This design comes from an exercise in tuning for small area, a short achievable clock period and few clock cycles per item on the open sky130 flow, not from production work. Only simulation tests tie the RTL to the original design; equivalence was not proved.

Design hb_interp2, start of the top module:
module hb_interp2 #(
    parameter int unsigned DW   = 16,
    parameter int unsigned ACCW = 36
) (
    input  logic                 clk,
    input  logic                 reset,
    input  logic signed [DW-1:0] x_in,
    input  logic                 x_in_valid,
    output logic                 x_in_ready,
    output logic signed [DW-1:0] y_out,
    output logic                 y_out_valid
);
    logic ph, ph_a, ph_b, ph_c, sa, sb, nsa, nsb, v1, v2, v3, v4, v5, v6, yv;
    logic [7:0] xr, xrn;
    logic [7:0] ra[14], rb[14];
    logic [7:0] pa[14];
    logic [10:0] q0;
    logic [8:0] q1;
    logic [8:0] q2;
    logic [8:0] q3;
    logic [8:0] q4;
    logic [8:0] q5;
    logic [11:0] q6;
    logic [8:0] s0, s1, s2, s3, s4, s5, s6;
    logic [23:0] ta, tb, tc, za, zb, z;
    logic [17:0] zr;
    logic [15:0] o3, y, bsel, asat;
    logic acc;
    assign x_in_ready  = ph;
    assign y_out       = y;
    assign y_out_valid = yv;
    assign acc         = x_in_valid & ph;
    always_ff @(posedge clk or posedge reset) begin
  ...
==> flow/config.mk <==
export PLATFORM = sky130hd
export DESIGN_NAME = hb_interp2
export DESIGN_NICKNAME = hb_interp2
export VERILOG_FILES = /design/flow/design.v
export SDC_FILE = /design/flow/constraint.sdc
export NUM_CORES = 4
export LEC_CHECK = 0
export CAP_MARGIN = 20
export CORE_MARGIN = 2
export CORE_UTILIZATION = 65
export CTS_CLUSTER_DIAMETER = 100
export CTS_CLUSTER_SIZE = 30
export PLACE_DENSITY = 0.75
export SETUP_SLACK_MARGIN = 2.6
export SLEW_MARGIN = 20
==> flow/constraint.sdc <==
create_clock -name core_clock -period 6.0 [get_ports {clk}]
set_input_delay 1.2000 -clock core_clock [delete_from_list [all_inputs] [get_ports {clk}]]
set_output_delay 1.2000 -clock core_clock [all_outputs]
set_load 0.01 [all_outputs]
standard.sh (not shown) runs the stock make flow with config.mk's settings and CLKGATE_MAP_FILE= SYNTH_SCRIPT=/design/flow/synth_recipe.tcl, a recipe that flattens the netlist after the stock synthesis.
==> flow/flow/run.sh <==
#!/bin/bash
# Standard ORFS flow, with one netlist clean-up between synthesis and floorplan:
# flow/fapol.py removes inverters around full-adder cells (logic unchanged).
set -euo pipefail
R=orfs/results/sky130hd/hb_interp2/base
bash standard.sh synth > synth.log 2>&1
cp $R/1_2_yosys.v $R/1_2_yosys.std.v
python3 flow/fapol.py $R/1_2_yosys.std.v $R/1_2_yosys.v > fapol.log 2>&1
touch $R/1_2_yosys.v
bash standard.sh finish > finish.log 2>&1
Other scripts of this flow, unchanged in this note and not shown: flow/flow/fapol.py
The starting point ran to the end with no violations.
Testbench counts at the start, summed over its fixed seeds: cycles 4,144, samples 2,048.
Next try:
- ABC_AREA: unset -> 1
- SETUP_SLACK_MARGIN: 2.6 -> 2.8
Result: Register-to-register slack improves by 140 ps. Synthesized area increases by about 6%. Cell area increases by 5.5%. Via count increases by about 18%. Hold slack degrades by 3.0 ps. Die area increases by about 6%.
Next try:
- ABC_AREA: 1 -> unset
- CORE_UTILIZATION: 65 -> 75
- PLACE_DENSITY: 0.75 -> 0.85
=> The new run passed the timing, design-rule and antenna checks; routed wire length is lower by about 6%; register-to-register slack got worse by 50 ps; setup slack gets worse by 49 ps; final area is lower by about 5%; synthesized area goes down by 5.5%; fmax drops by 1.5%; flip-flop and latch count is unchanged; utilization rises by 13 points; critical path depth is higher by 5.

---

hb_interp2 again, from the RTL that the note above started with.
==> flow/design.v (excerpt) <==
module hb_interp2 #(
    parameter int unsigned DW   = 16,
    parameter int unsigned ACCW = 36
) (
    input  logic                 clk,
    input  logic                 reset,
    input  logic signed [DW-1:0] x_in,
    input  logic                 x_in_valid,
    output logic                 x_in_ready,
    output logic signed [DW-1:0] y_out,
    output logic                 y_out_valid
);
Settings: LEC_CHECK=0, CAP_MARGIN=20, CORE_MARGIN=2, CORE_UTILIZATION=65, CTS_CLUSTER_DIAMETER=100, CTS_CLUSTER_SIZE=30, PLACE_DENSITY=0.75, SETUP_SLACK_MARGIN=2.8, SLEW_MARGIN=20; clock period 6.0 ns.
Scripts as last shown in full above: flow/flow/run.sh
Other scripts of this flow, unchanged in this note and not shown: flow/flow/fapol.py
Testbench counts at the start, summed over its fixed seeds: cycles 4,144, samples 2,048.
Edit:
--- a/flow/flow/run.sh
+++ b/flow/flow/run.sh
@@ -10 +10 @@
-bash standard.sh finish > finish.log 2>&1
+bash standard.sh "BUFFER_PORTS_ARGS=-buffer_cell sky130_fd_sc_hd__buf_2" finish > finish.log 2>&1
--- a/flow/config.mk
+++ b/flow/config.mk
@@ -10 +10 @@
-export CORE_UTILIZATION = 65
+export CORE_UTILIZATION = 75
@@ -13 +13,2 @@
-export PLACE_DENSITY = 0.75
+export GPL_ROUTABILITY_DRIVEN = 0
+export PLACE_DENSITY = 0.9
Result: Wire length came out higher by about 4.5%; global-route usage came out higher by 6.1 points; cell area came out lower by 1.1%; worst setup slack got worse by 0.026 ns; count of clock-buffer cells in the layout came out higher by 1.
Edit:
--- a/flow/config.mk
+++ b/flow/config.mk
@@ -10 +10 @@
-export CORE_UTILIZATION = 75
+export CORE_UTILIZATION = 65
@@ -13,2 +13 @@
-export GPL_ROUTABILITY_DRIVEN = 0
-export PLACE_DENSITY = 0.9
+export PLACE_DENSITY = 0.75
Die area grows by 15%; first-iteration DRC count shrinks by 47%; synthesized cell count does not change.
Edit:
--- a/flow/config.mk
+++ b/flow/config.mk
@@ -10 +10 @@
-export CORE_UTILIZATION = 65
+export CORE_UTILIZATION = 75
@@ -13 +13 @@
-export PLACE_DENSITY = 0.75
+export PLACE_DENSITY = 0.85
After rerunning: Synthesized cell count stays the same; cell count falls by 3.3%; final area falls by 0.97%; worst hold slack got worse by 0.0046 ns; critical path depth falls by 1; global-route usage rises by 6.0 points.
Edit:
--- a/flow/flow/run.sh
+++ b/flow/flow/run.sh
@@ -10 +10 @@
-bash standard.sh "BUFFER_PORTS_ARGS=-buffer_cell sky130_fd_sc_hd__buf_2" finish > finish.log 2>&1
+bash standard.sh finish > finish.log 2>&1
--- a/flow/config.mk
+++ b/flow/config.mk
@@ -10 +10 @@
-export CORE_UTILIZATION = 75
+export CORE_UTILIZATION = 65
@@ -13 +13 @@
-export PLACE_DENSITY = 0.85
+export PLACE_DENSITY = 0.75
@@ -15,0 +16 @@
+export TNS_END_PERCENT = 10
=> Fmax fell by 1.7%; routed wire length climbs by 1.9%; worst setup slack got worse by 0.054 ns; clock skew increases by 0.0066 ns; via count drops by 1.7%; final cell count increases by about 3.2%; core utilization falls by 11 points; die area rises by 15%; count of clock-buffer cells in the layout is higher by 1.

==> afterwards: timing with drivers on the ports <==
The flow's constraints put no driver on any port. The routed layouts listed below were extracted and timed again, unchanged, in two steps. Step 1 assumes that a clkbuf_16 drives the clock port and a buf_2 every other input. Step 2 also shifts input and output timing later by t, the mid clock arrival at the registers, as if the neighbouring blocks saw the same clock. Slacks: ideal / step 1 / step 2; pairs: ideal / step 1.
run | shift t [ns] | slack for setup (ns) | clock arrival spread, ns | worst register clock-pin slew, ns
the first run of note 1 | 0.585 | 2.672 / 2.672 / 2.672 | 0.029 / 0.029 | 0.11 / 0.11
the second run of note 1 | 0.595 | 2.814 / 2.814 / 2.814 | 0.031 / 0.031 | 0.12 / 0.12
the third run of note 1 | 0.583 | 2.765 / 2.765 / 2.765 | 0.022 / 0.022 | 0.12 / 0.12
the first run of note 2 | 0.585 | 2.782 / 2.782 / 2.782 | 0.029 / 0.029 | 0.12 / 0.12
the second run of note 2 | 0.594 | 2.755 / 2.755 / 2.755 | 0.023 / 0.022 | 0.12 / 0.12
the third run of note 2 | 0.577 | 2.732 / 2.732 / 2.732 | 0.018 / 0.017 | 0.11 / 0.11
the fourth run of note 2 | 0.566 | 2.815 / 2.815 / 2.815 | 0.024 / 0.023 | 0.11 / 0.11
the fifth run of note 2 | 0.583 | 2.760 / 2.760 / 2.760 | 0.029 / 0.029 | 0.12 / 0.12
After both steps every run listed still meets setup and hold.
